Background: an optimization exercise with open tools, aiming at small area, a short achievable clock period and few clock cycles per item. Do not read the settings as production practice.
At most, simulation tests tie the RTL to the original design; equivalence was not proved.

== exp/xenon ==
==> flow/design.v (excerpt) <==
module echo_distance_moving_average #(
	parameter int MAX_SAMPLES = edma_pkg::MAX_SAMPLES_DEF
) (
	input  logic                       clk,
	input  logic                       arst_n,
	input  logic                       echo_valid,
	output logic                       echo_ready,
	input  logic [edma_pkg::ECHO_W-1:0] echo_us,
	output logic                       result_valid,
	input  logic                       result_ready,
	output logic [edma_pkg::DIST_W-1:0] result_distance_q8,
	output logic                       result_valid_res,
	input  logic                       cfg_wr_en,
	input  logic [edma_pkg::CFG_W-1:0] cfg_wr_data
);
make LEC_CHECK=0 CAP_MARGIN=20 CORE_MARGIN=2 CORE_UTILIZATION=55 SETUP_SLACK_MARGIN=3.0 SLEW_MARGIN=20 finish   # period 5.5 ns
run.sh (not shown) runs the stock make flow with config.mk's settings and CLKGATE_MAP_FILE= SYNTH_SCRIPT=/design/flow/synth_recipe.tcl, a recipe that flattens the netlist after the stock synthesis.
Having completed the whole flow, exp/xenon delivered a layout that passed the timing, design-rule and antenna checks.
> inputs changed (exp/xenon -> exp/pepper)
Settings: CTS_CLUSTER_DIAMETER newly set to 80; CTS_CLUSTER_SIZE newly set to 20.
[summary]
- Post-cts repair resize count for exp/pepper is lower than for exp/xenon.
- The utilization number comes out lower for exp/pepper vs exp/xenon.
No run of this note included a check of the RTL's function; only the layout flow was run.

## run A
echo_distance_moving_average, a different RTL version from the one above (not shown whole).
Size: about 820 flip-flops, about 48 I/O pins, roughly 38000 um^2 of cells after synthesis.
clock: 5.5 ns
lec_check: 0
cap_margin: 20
core_margin: 2
core_utilization: 55
setup_slack_margin: 3.2
slew_margin: 20
Run A | stages: all done | timing, DRC, antenna: all pass
Testbench counts of run A, summed over its fixed seeds: cycles 5,975, items 5,207.
The inputs of run B differ from those of run A as listed below.
diff --git a/flow/config.mk b/flow/config.mk
--- a/flow/config.mk
+++ b/flow/config.mk
@@ -9,4 +9,7 @@
 export CORE_MARGIN = 2
-export CORE_UTILIZATION = 55
-export SETUP_SLACK_MARGIN = 3.2
+export CORE_UTILIZATION = 65
+export CTS_CLUSTER_DIAMETER = 80
+export CTS_CLUSTER_SIZE = 20
+export PLACE_DENSITY = 0.8
+export SETUP_SLACK_MARGIN = 3.0
 export SLEW_MARGIN = 20
### Flow results
Run B: count of plain and timing-repair buffers about 38% below run A
Re post-synthesis register bit count: no difference whatsoever between run B and run A.
Run B reached the end of the flow, and the finished layout is clean on the timing, design-rule and antenna checks.
> inputs changed (run B -> run C)
diff --git a/flow/config.mk b/flow/config.mk
--- a/flow/config.mk
+++ b/flow/config.mk
@@ -9,6 +9,6 @@
 export CORE_MARGIN = 2
-export CORE_UTILIZATION = 65
+export CORE_UTILIZATION = 55
 export CTS_CLUSTER_DIAMETER = 80
 export CTS_CLUSTER_SIZE = 20
-export PLACE_DENSITY = 0.8
+export PLACE_DENSITY = 0.72
 export SETUP_SLACK_MARGIN = 3.0
Results
Sort run C and run B by proportion of cell area occupied by registers desc -> top: run B. Setup slack in run C is larger than in run B.
For run D, these inputs were changed with respect to run C:
diff --git a/flow/config.mk b/flow/config.mk
--- a/flow/config.mk
+++ b/flow/config.mk
@@ -12,4 +12,4 @@
 export CTS_CLUSTER_SIZE = 20
-export PLACE_DENSITY = 0.72
 export SETUP_SLACK_MARGIN = 3.0
 export SLEW_MARGIN = 20
+export TNS_END_PERCENT = 5
## What came out
- Share of cell area taken by multi-input logic gates across run C and run D: no real change.
- Run C has a higher final cell count than run D.
- Run D vs run C — worst hold slack rose 0.0053 ns.
- Run D against run C: initial antenna violation count held steady, shortest period the worst path allows up 0.027 ns, number of nets in the layout lower, cell depth of the worst setup path shrank by 1.
- Total wire length after detailed routing, run C and run D: larger value in run C
- From run C to run D the numbers moved as follows: summed area of non-filler cells in the final layout now smaller, worst setup slack fell 0.027 ns.

Setup of ember:
echo_distance_moving_average again, from the RTL that the note above started with.
Settings: LEC_CHECK=0, CAP_MARGIN=20, CORE_MARGIN=2, CORE_UTILIZATION=65, SETUP_SLACK_MARGIN=2.8, SLEW_MARGIN=20; clock period 5.5 ns.
ember finished all stages; the layout is clean.
Testbench counts of ember, summed over its fixed seeds: cycles 5,975, items 5,207.
The following lists how quartz was set up differently from ember:
- putting CTS_CLUSTER_SIZE at 20 where nothing was set
- putting CTS_CLUSTER_DIAMETER at 80 where nothing was set
- swapping 65 for 55 in CORE_UTILIZATION
- swapping 2.8 for 3.0 in SETUP_SLACK_MARGIN
==> run summary <==
quartz ended with more die height than ember.
After synthesis and placement, the instance count of quartz is above that of ember.
Hold slack: quartz < ember
> inputs changed (quartz -> fjord)
- TNS_END_PERCENT: unset -> 20
==> run summary <==
fjord vs quartz, critical path's slowest cell: dfrtp_2 vs dfrtp_4. Looking at sequential share of layout area, fjord sits 0.77 points higher than quartz does. Data arrival at the endpoint of the critical path essentially unchanged between quartz and fjord. In fjord, the critical path depth came out 1 above the value in quartz. Comparing fjord and quartz, the higher sum of buffers and inverters on the critical path was measured on fjord. Comparing fjord and quartz, the lower first-iteration DRC count was measured on fjord. In the final design statistics, fjord uses fewer standard cells in total than quartz. Die area: fjord vs quartz identical. From quartz to fjord the numbers moved as follows: maximum fanout along the worst path fell 2, depth of the most critical reg-to-reg path rose 1.
diff inputs: fjord => indigo
- PLACE_DENSITY newly set to 0.7
### Flow results
The final layouts of indigo and fjord pass the timing, design-rule and antenna checks.
Any difference in area used by multi-input combinational logic between fjord and indigo is small enough to ignore.
indigo and fjord ended up with nearly the same area growth from synthesis to layout.
[inputs] sierra vs indigo
- CTS_CLUSTER_SIZE no longer set, was 20
- CTS_CLUSTER_DIAMETER no longer set, was 80
- TNS_END_PERCENT no longer set, was 20
- PLACE_DENSITY no longer set, was 0.7
## What came out
- Diff indigo -> sierra | post-route fraction of the period consumed by the critical path | increase of 0.65 points

echo_distance_moving_average, a different RTL version from the one above (not shown whole).
Size in the first run: about 760 flip-flops, about 48 I/O pins.
Settings: LEC_CHECK=0, CAP_MARGIN=20, CORE_MARGIN=2, CORE_UTILIZATION=40, SLEW_MARGIN=20; clock period 5.5 ns.
Change:
--- a/flow/config.mk
+++ b/flow/config.mk
@@ -9,3 +9,4 @@
 export CORE_MARGIN = 2
 export CORE_UTILIZATION = 40
+export SETUP_SLACK_MARGIN = 2.6
 export SLEW_MARGIN = 20
=> Clock skew hardly moves. Area after synthesis is unchanged. Routed wire length is higher by about 9%. Global-route usage is higher by 1.0 points. Register-to-register slack gets better by 1100 ps.
No functional check of the RTL was part of any run of this note.

== build 29 ==
Another version of the RTL of echo_distance_moving_average (not shown whole).
Size: about 48 I/O pins, roughly 40,000 um2 of cells after synthesis.
make LEC_CHECK=0 ABC_AREA=1 CAP_MARGIN=20 CORE_MARGIN=2 CORE_UTILIZATION=55 SETUP_SLACK_MARGIN=2.85 SLEW_MARGIN=20 finish   # period 5.5 ns
[inputs] build 82 vs build 29
Settings: ABC_AREA no longer set, was 1; CTS_CLUSTER_SIZE now 20, previously not set; CTS_CLUSTER_DIAMETER now 80, previously not set.
==> comparison <==
| die span in x | build 82 vs build 29 | about 1.5% lower |. On effective utilization at floorplan: between build 82 and build 29, it ends up lower for build 29. Compared with build 29, in build 82 cell area dropped about 2.7%, routed wire length dropped about 20%, core utilization climbed 0.63 points.
Changes in build 81 relative to build 82:
Settings: CTS_CLUSTER_DIAMETER: 80 -> 100; SETUP_SLACK_MARGIN: 2.85 -> 3.0; CTS_CLUSTER_SIZE: 20 -> 30; CORE_UTILIZATION: 55 -> 60.
==> comparison <==
- Compared build 81 against build 82; routing usage on met3 within noise.
- Looking only at number of fill cells, and setting everything else aside, the higher value of build 82 and build 81 goes to build 82.
- Vertical extent of the die, build 81 vs build 82: down by a few percent
- Diff build 82 -> build 81 | sequential share of layout area | decrease of 0.54 points
- For the worst path setup slack after routing, build 81 came in 0.061 ns lower than build 82 did.
No functional check of the RTL was part of any run of this note.

echo_distance_moving_average, a different RTL version from the one above (not shown whole).
Size in the first run: roughly 570 flip-flops, roughly 48 I/O pins, roughly 0.029 mm^2 of cells after synthesis.
// echo_distance_moving_average
module echo_distance_moving_average #(
	parameter int MAX_SAMPLES = edma_pkg::MAX_SAMPLES_DEF
) (
	input  logic                       clk,
	input  logic                       arst_n,
	input  logic                       echo_valid,
	output logic                       echo_ready,
	input  logic [edma_pkg::ECHO_W-1:0] echo_us,
	output logic                       result_valid,
	input  logic                       result_ready,
	output logic [edma_pkg::DIST_W-1:0] result_distance_q8,
	output logic                       result_valid_res,
	input  logic                       cfg_wr_en,
	input  logic [edma_pkg::CFG_W-1:0] cfg_wr_data
);
Settings: LEC_CHECK=0, ABC_CLOCK_PERIOD_IN_PS=2500, CAP_MARGIN=20, CORE_MARGIN=2, CORE_UTILIZATION=40, SETUP_SLACK_MARGIN=2.8, SLEW_MARGIN=20; clock period 5.5 ns.
The baseline reached the layout checks and failed them: setup timing.
Next try:
- ABC_CLOCK_PERIOD_IN_PS: 2500 -> not set
- SETUP_SLACK_MARGIN: 2.8 -> not set
The changed run produced a layout that fails on setup timing.
Worst hold slack gets worse by 0.016 ns.
Die area stays the same.
Clock skew came out higher by 0.0098 ns.
Register-to-register slack improved by 0.03 ns.
No run of this note included a check of the RTL's function; only the layout flow was run.

The RTL this note starts from:
==> flow/design.v <==
package edma_pkg;
	localparam int ECHO_W          = 16;
	localparam int DIST_W          = 19;
	localparam int CFG_W           = 5;
	localparam int MAX_SAMPLES_DEF = 16;
	localparam int DIST_MUL_W = 11;
	localparam int PROD_W     = ECHO_W + DIST_MUL_W;
	localparam logic [DIST_MUL_W-1:0] DIST_MUL = DIST_MUL_W'(1114);
	localparam int DIST_SHIFT = 8;
endpackage
module echo_distance_moving_average #(
	parameter int MAX_SAMPLES = edma_pkg::MAX_SAMPLES_DEF
) (
	input  logic                       clk,
	input  logic                       arst_n,
	input  logic                       echo_valid,
	output logic                       echo_ready,
	input  logic [edma_pkg::ECHO_W-1:0] echo_us,
	output logic                       result_valid,
	input  logic                       result_ready,
	output logic [edma_pkg::DIST_W-1:0] result_distance_q8,
	output logic                       result_valid_res,
	input  logic                       cfg_wr_en,
	input  logic [edma_pkg::CFG_W-1:0] cfg_wr_data
);
	localparam int EW  = edma_pkg::ECHO_W;
	localparam int DW  = edma_pkg::DIST_W;
	localparam int TW  = DW + 4;       
	localparam int NS  = 16;           
	localparam int NST = 10;           
	logic adv_q;
	logic rdy_q;                
	logic          v0_q;
	logic [EW-1:0] us0_q;
	logic [EW+2:0] a0_q;        
	always_ff @(posedge clk or negedge arst_n) begin
		if (!arst_n) v0_q <= 1'b0;
		else if (adv_q) v0_q <= echo_valid && rdy_q;
	end
	always_ff @(posedge clk) begin
		if (adv_q) begin
			us0_q <= echo_us;
			a0_q  <= {echo_us, 2'd0} + {3'd0, echo_us};
		end
	end
	logic          vm_q, zm_q;
	logic [EW-1:0] usm_q;
	logic [EW+7:0] b_q;         
	logic          v1_q, z1_q;
	logic [DW-1:0] d1_q;
	logic [EW+10:0] prod;
	assign prod = {usm_q, 10'd0} + {3'd0, b_q};
	always_ff @(posedge clk or negedge arst_n) begin
		if (!arst_n) begin
			vm_q <= 1'b0;
			v1_q <= 1'b0;
		end else if (adv_q) begin
			vm_q <= v0_q;
			v1_q <= vm_q;
		end
	end
	always_ff @(posedge clk) begin
		if (adv_q) begin
			usm_q <= us0_q;
			b_q   <= {1'b0, a0_q, 4'd0} + {4'd0, a0_q, 1'b0};
			zm_q  <= (us0_q == '0);
			d1_q  <= prod[EW+10:8];
			z1_q  <= zm_q;
		end
	end
	logic [4:0]    win_q;       
	logic [4:0]    fill_q;      
	logic          full_q;      
	logic [5:0]    fill3_q;     
	logic [5:0]    fill3_nx;
	logic [DW-1:0] ring [NS];
	logic [DW-1:0] oldest;
	logic          v2_q, z2_q;
	logic [DW:0]   delta2_q;    
	logic [NS-1:0] ins;         
	logic [4:0]    n2_q;
	logic [5:0]    n32_q;       
	logic          push;
	logic [4:0]    fill_nx;
	logic [4:0]    cfg_w;
	always_comb begin
		cfg_w = cfg_wr_data;
		if (cfg_wr_data == '0) cfg_w = 5'd1;
		else if (cfg_wr_data > 5'd16) cfg_w = 5'd16;
	end
	assign push    = adv_q && v1_q && !z1_q;
	assign fill_nx  = full_q ? fill_q : fill_q + 5'd1;
	assign fill3_nx = full_q ? fill3_q : fill3_q + 6'd3;
	assign oldest  = ring[NS-1];
	always_comb begin
		for (int i = 0; i < NS; i++) ins[i] = (5'(i) == 5'(16) - win_q);
	end
	always_ff @(posedge clk) begin
		if (push) begin
			ring[0] <= d1_q;
			for (int i = 1; i < NS; i++) ring[i] <= ins[i] ? d1_q : ring[i-1];
		end
	end
	always_ff @(posedge clk or negedge arst_n) begin
		if (!arst_n) begin
			win_q  <= 5'd1;
			fill_q  <= '0;
			fill3_q <= '0;
			full_q  <= 1'b0;
			v2_q    <= 1'b0;
		end else begin
			if (adv_q) v2_q <= v1_q;
			if (cfg_wr_en) begin
				win_q  <= cfg_w;
				fill_q  <= '0;
				fill3_q <= '0;
				full_q  <= 1'b0;
			end else if (adv_q && v1_q) begin
				if (z1_q) begin
					fill_q  <= '0;
					fill3_q <= '0;
					full_q  <= 1'b0;
				end else begin
					fill_q  <= fill_nx;
					fill3_q <= fill3_nx;
					full_q  <= fill_nx == win_q;
				end
			end
		end
	end
	always_ff @(posedge clk) begin
		if (adv_q) begin
			z2_q   <= z1_q;
			delta2_q <= full_q ? {1'b0, d1_q} - {1'b0, oldest} : {1'b0, d1_q};
			n2_q   <= z1_q ? 5'd1 : fill_nx;
			n32_q  <= z1_q ? 6'd3 : fill3_nx;
		end
	end
	logic          v3_q, z3_q;
	logic [TW-1:0] total_q;
	logic [4:0]    n3_q;
	logic [5:0]    n33_q;
	always_ff @(posedge clk or negedge arst_n) begin
		if (!arst_n) begin
			total_q <= '0;
			v3_q    <= 1'b0;
		end else begin
			if (adv_q) v3_q <= v2_q;
			if (cfg_wr_en) begin
				total_q <= '0;
			end else if (adv_q && v2_q) begin
				total_q <= z2_q ? '0 : total_q + {{(TW-DW-1){delta2_q[DW]}}, delta2_q};
			end
		end
	end
	always_ff @(posedge clk) begin
		if (adv_q) begin
			z3_q  <= z2_q;
			n3_q  <= n2_q;
			n33_q <= n32_q;
		end
	end
	function automatic logic [3+DW:0] div_r4(input logic [3:0] r, input logic [DW-1:0] dvd,
	                                         input logic [4:0] n, input logic [5:0] n3);
		logic [5:0] x;
		logic [6:0] d1, d2, d3;
		logic       g1, g2, g3;
		logic [3:0] ro;
		x  = {r, dvd[DW-1 -: 2]};
		d1 = {1'b0, x} - {2'b0, n};
		d2 = {1'b0, x} - {1'b0, n, 1'b0};
		d3 = {1'b0, x} - {1'b0, n3};
		g1 = !d1[6];
		g2 = !d2[6];
		g3 = !d3[6];
		ro = g3 ? d3[3:0] : g2 ? d2[3:0] : g1 ? d1[3:0] : x[3:0];
		div_r4 = {ro, dvd[DW-3:0], g2, g3 | (g1 & !g2)};
	endfunction
	function automatic logic [3+DW:0] div_r2(input logic [3:0] r, input logic [DW-1:0] dvd,
	                                         input logic [4:0] n);
		logic [4:0] t;
		logic [5:0] d;
		t = {r, dvd[DW-1]};
		d = {1'b0, t} - {1'b0, n};
		div_r2 = d[5] ? {t[3:0], dvd[DW-2:0], 1'b0} : {d[3:0], dvd[DW-2:0], 1'b1};
	endfunction
	logic [3:0]    rem_q [NST-1];
	logic [DW-1:0] dvd_q [NST-1];
	logic [4:0]    nd_q  [NST-1];
	logic [5:0]    n3d_q [NST-1];
	logic          vd_q  [NST-1];
	logic          zd_q  [NST-1];
	logic [3+DW:0] dres  [NST];
	always_comb begin
		dres[0] = div_r4(total_q[TW-1:DW], total_q[DW-1:0], n3_q, n33_q);
		for (int k = 1; k < NST - 1; k++)
			dres[k] = div_r4(rem_q[k-1], dvd_q[k-1], nd_q[k-1], n3d_q[k-1]);
		dres[NST-1] = div_r2(rem_q[NST-2], dvd_q[NST-2], nd_q[NST-2]);
	end
	always_ff @(posedge clk or negedge arst_n) begin
		if (!arst_n) begin
			for (int k = 0; k < NST - 1; k++) vd_q[k] <= 1'b0;
		end else if (adv_q) begin
			vd_q[0] <= v3_q;
			for (int k = 1; k < NST - 1; k++) vd_q[k] <= vd_q[k-1];
		end
	end
	always_ff @(posedge clk) begin
		if (adv_q) begin
			{rem_q[0], dvd_q[0]} <= dres[0];
			nd_q[0]  <= n3_q;
			n3d_q[0] <= n33_q;
			zd_q[0]  <= z3_q;
			for (int k = 1; k < NST - 1; k++) begin
				{rem_q[k], dvd_q[k]} <= dres[k];
				nd_q[k]  <= nd_q[k-1];
				n3d_q[k] <= n3d_q[k-1];
				zd_q[k]  <= zd_q[k-1];
			end
		end
	end
	logic          xv;
	logic [DW-1:0] xd;
	logic          xr;
	assign xv = vd_q[NST-2];
	assign xd = dres[NST-1][DW-1:0];
	assign xr = !zd_q[NST-2];
	logic          ov_q, sv_q;
	logic [DW-1:0] od_q, sd_q;
	logic          or_q, sr_q;
	logic take, inc;
	logic ov_nx, sv_nx;
	assign take = ov_q && result_ready;
	assign inc  = adv_q && xv;
	always_comb begin
		ov_nx = ov_q;
		sv_nx = sv_q;
		if (take) begin
			if (sv_q) begin
				ov_nx = 1'b1;
				sv_nx = inc;
			end else begin
				ov_nx = inc;
				sv_nx = 1'b0;
			end
		end else if (inc) begin
			if (ov_q) sv_nx = 1'b1;
			else      ov_nx = 1'b1;
		end
	end
	always_ff @(posedge clk or negedge arst_n) begin
		if (!arst_n) begin
			ov_q  <= 1'b0;
			sv_q  <= 1'b0;
			adv_q <= 1'b1;
			rdy_q <= 1'b0;
		end else begin
			ov_q  <= ov_nx;
			sv_q  <= sv_nx;
			adv_q <= !(ov_nx && sv_nx);
			rdy_q <= !(ov_nx && sv_nx);
		end
	end
	always_ff @(posedge clk) begin
		if (take) begin
			if (sv_q) begin
				od_q <= sd_q;
				or_q <= sr_q;
			end else begin
				od_q <= xd;
				or_q <= xr;
			end
			sd_q <= xd;
			sr_q <= xr;
		end else if (ov_q) begin
			if (!sv_q) begin
				sd_q <= xd;
				sr_q <= xr;
			end
		end else begin
			od_q <= xd;
			or_q <= xr;
		end
	end
	assign echo_ready         = rdy_q;
	assign result_valid       = ov_q;
	assign result_distance_q8 = od_q;
	assign result_valid_res   = or_q;
endmodule
==> flow/config.mk <==
export PLATFORM = sky130hd
export DESIGN_NAME = echo_distance_moving_average
export DESIGN_NICKNAME = echo_distance_moving_average
export VERILOG_FILES = /design/flow/design.v
export SDC_FILE = /design/flow/constraint.sdc
export NUM_CORES = 4
export LEC_CHECK = 0
export CAP_MARGIN = 20
export CORE_MARGIN = 2
export CORE_UTILIZATION = 55
export CTS_CLUSTER_DIAMETER = 80
export CTS_CLUSTER_SIZE = 20
export SETUP_SLACK_MARGIN = 3.0
export SLEW_MARGIN = 20
export TNS_END_PERCENT = 20
==> flow/constraint.sdc <==
create_clock -name core_clock -period 5.5 [get_ports {clk}]
set_input_delay 1.1000 -clock core_clock [delete_from_list [all_inputs] [get_ports {clk}]]
set_output_delay 1.1000 -clock core_clock [all_outputs]
set_load 0.01 [all_outputs]
The first run finished with timing, DRC and antenna clean.
Edit:
Settings changed: TNS_END_PERCENT 20 to not set.
The new run finished clean.
Final area grows slightly.
Synthesized cell count stays the same.
Critical path depth increases by 9.
Hold slack got worse by 0.051 ns.
Global-route usage barely changes.
Wire length came out lower slightly.
No functional check of the RTL was part of any run of this note.

## static timing again, ports no longer ideal
The flow's constraints put no driver on any port. The routed layouts listed below were extracted and timed again, unchanged, in two steps.
Step 1 (the two cells are an assumption about what drives the block):
set clk [get_ports {clk}]
set_driving_cell -lib_cell sky130_fd_sc_hd__clkbuf_16 $clk
set_driving_cell -lib_cell sky130_fd_sc_hd__buf_2 [delete_from_list [all_inputs] $clk]
Step 2 times the ports against the registers' clock, not the clock port: input delays grow and output delays shrink by t, the midpoint of the rising clock arrivals with the driver on.
Slacks: ideal / step 1 / step 2; pairs: ideal / step 1.
run | t, ns | setup slack, ns | clock arrival spread, ns | slew at the worst register clock pin (ns)
exp/xenon | 0.686 | 2.781 / 2.781 / 2.418 | 0.022 / 0.021 | 0.06 / 0.06
exp/pepper | 0.667 | 2.789 / 2.789 / 2.435 | 0.029 / 0.029 | 0.09 / 0.09
run A | 0.695 | 2.886 / 2.850 / 2.356 | 0.017 / 0.017 | 0.06 / 0.06
run B | 0.665 | 2.790 / 2.790 / 2.282 | 0.017 / 0.018 | 0.09 / 0.09
run C | 0.661 | 2.816 / 2.816 / 2.350 | 0.034 / 0.035 | 0.09 / 0.09
run D | 0.661 | 2.789 / 2.789 / 2.328 | 0.025 / 0.025 | 0.09 / 0.09
ember | 0.675 | 2.806 / 2.791 / 2.230 | 0.016 / 0.017 | 0.06 / 0.06
quartz | 0.668 | 2.835 / 2.828 / 2.371 | 0.020 / 0.020 | 0.09 / 0.09
fjord | 0.663 | 2.839 / 2.839 / 2.318 | 0.025 / 0.025 | 0.09 / 0.09
indigo | 0.656 | 2.897 / 2.836 / 2.314 | 0.025 / 0.024 | 0.09 / 0.09
sierra | 0.686 | 2.861 / 2.827 / 2.336 | 0.022 / 0.021 | 0.06 / 0.06
the first run of note 4 | 0.683 | 0.725 / 0.725 / 0.725 | 0.031 / 0.030 | 0.06 / 0.06
the second run of note 4 | 0.691 | 1.776 / 1.776 / 1.776 | 0.031 / 0.031 | 0.07 / 0.07
build 29 | 0.696 | 2.732 / 2.732 / 2.311 | 0.031 / 0.030 | 0.06 / 0.06
build 82 | 0.673 | 2.674 / 2.674 / 2.272 | 0.027 / 0.026 | 0.09 / 0.09
build 81 | 0.649 | 2.614 / 2.614 / 2.393 | 0.036 / 0.035 | 0.12 / 0.12
the first run of note 6 | 0.667 | -0.299 / -0.299 / -0.299 | 0.049 / 0.049 | 0.06 / 0.06
the second run of note 6 | 0.663 | -0.268 / -0.268 / -0.268 | 0.056 / 0.056 | 0.06 / 0.06
the first run of note 7 | 0.680 | 2.897 / 2.829 / 2.250 | 0.020 / 0.020 | 0.09 / 0.09
the second run of note 7 | 0.665 | 2.881 / 2.894 / 2.230 | 0.023 / 0.023 | 0.09 / 0.09
For the second run of note 7, which loses most, drivers alone change the setup slack by +0.013 ns; drivers and shift together by -0.651 ns.
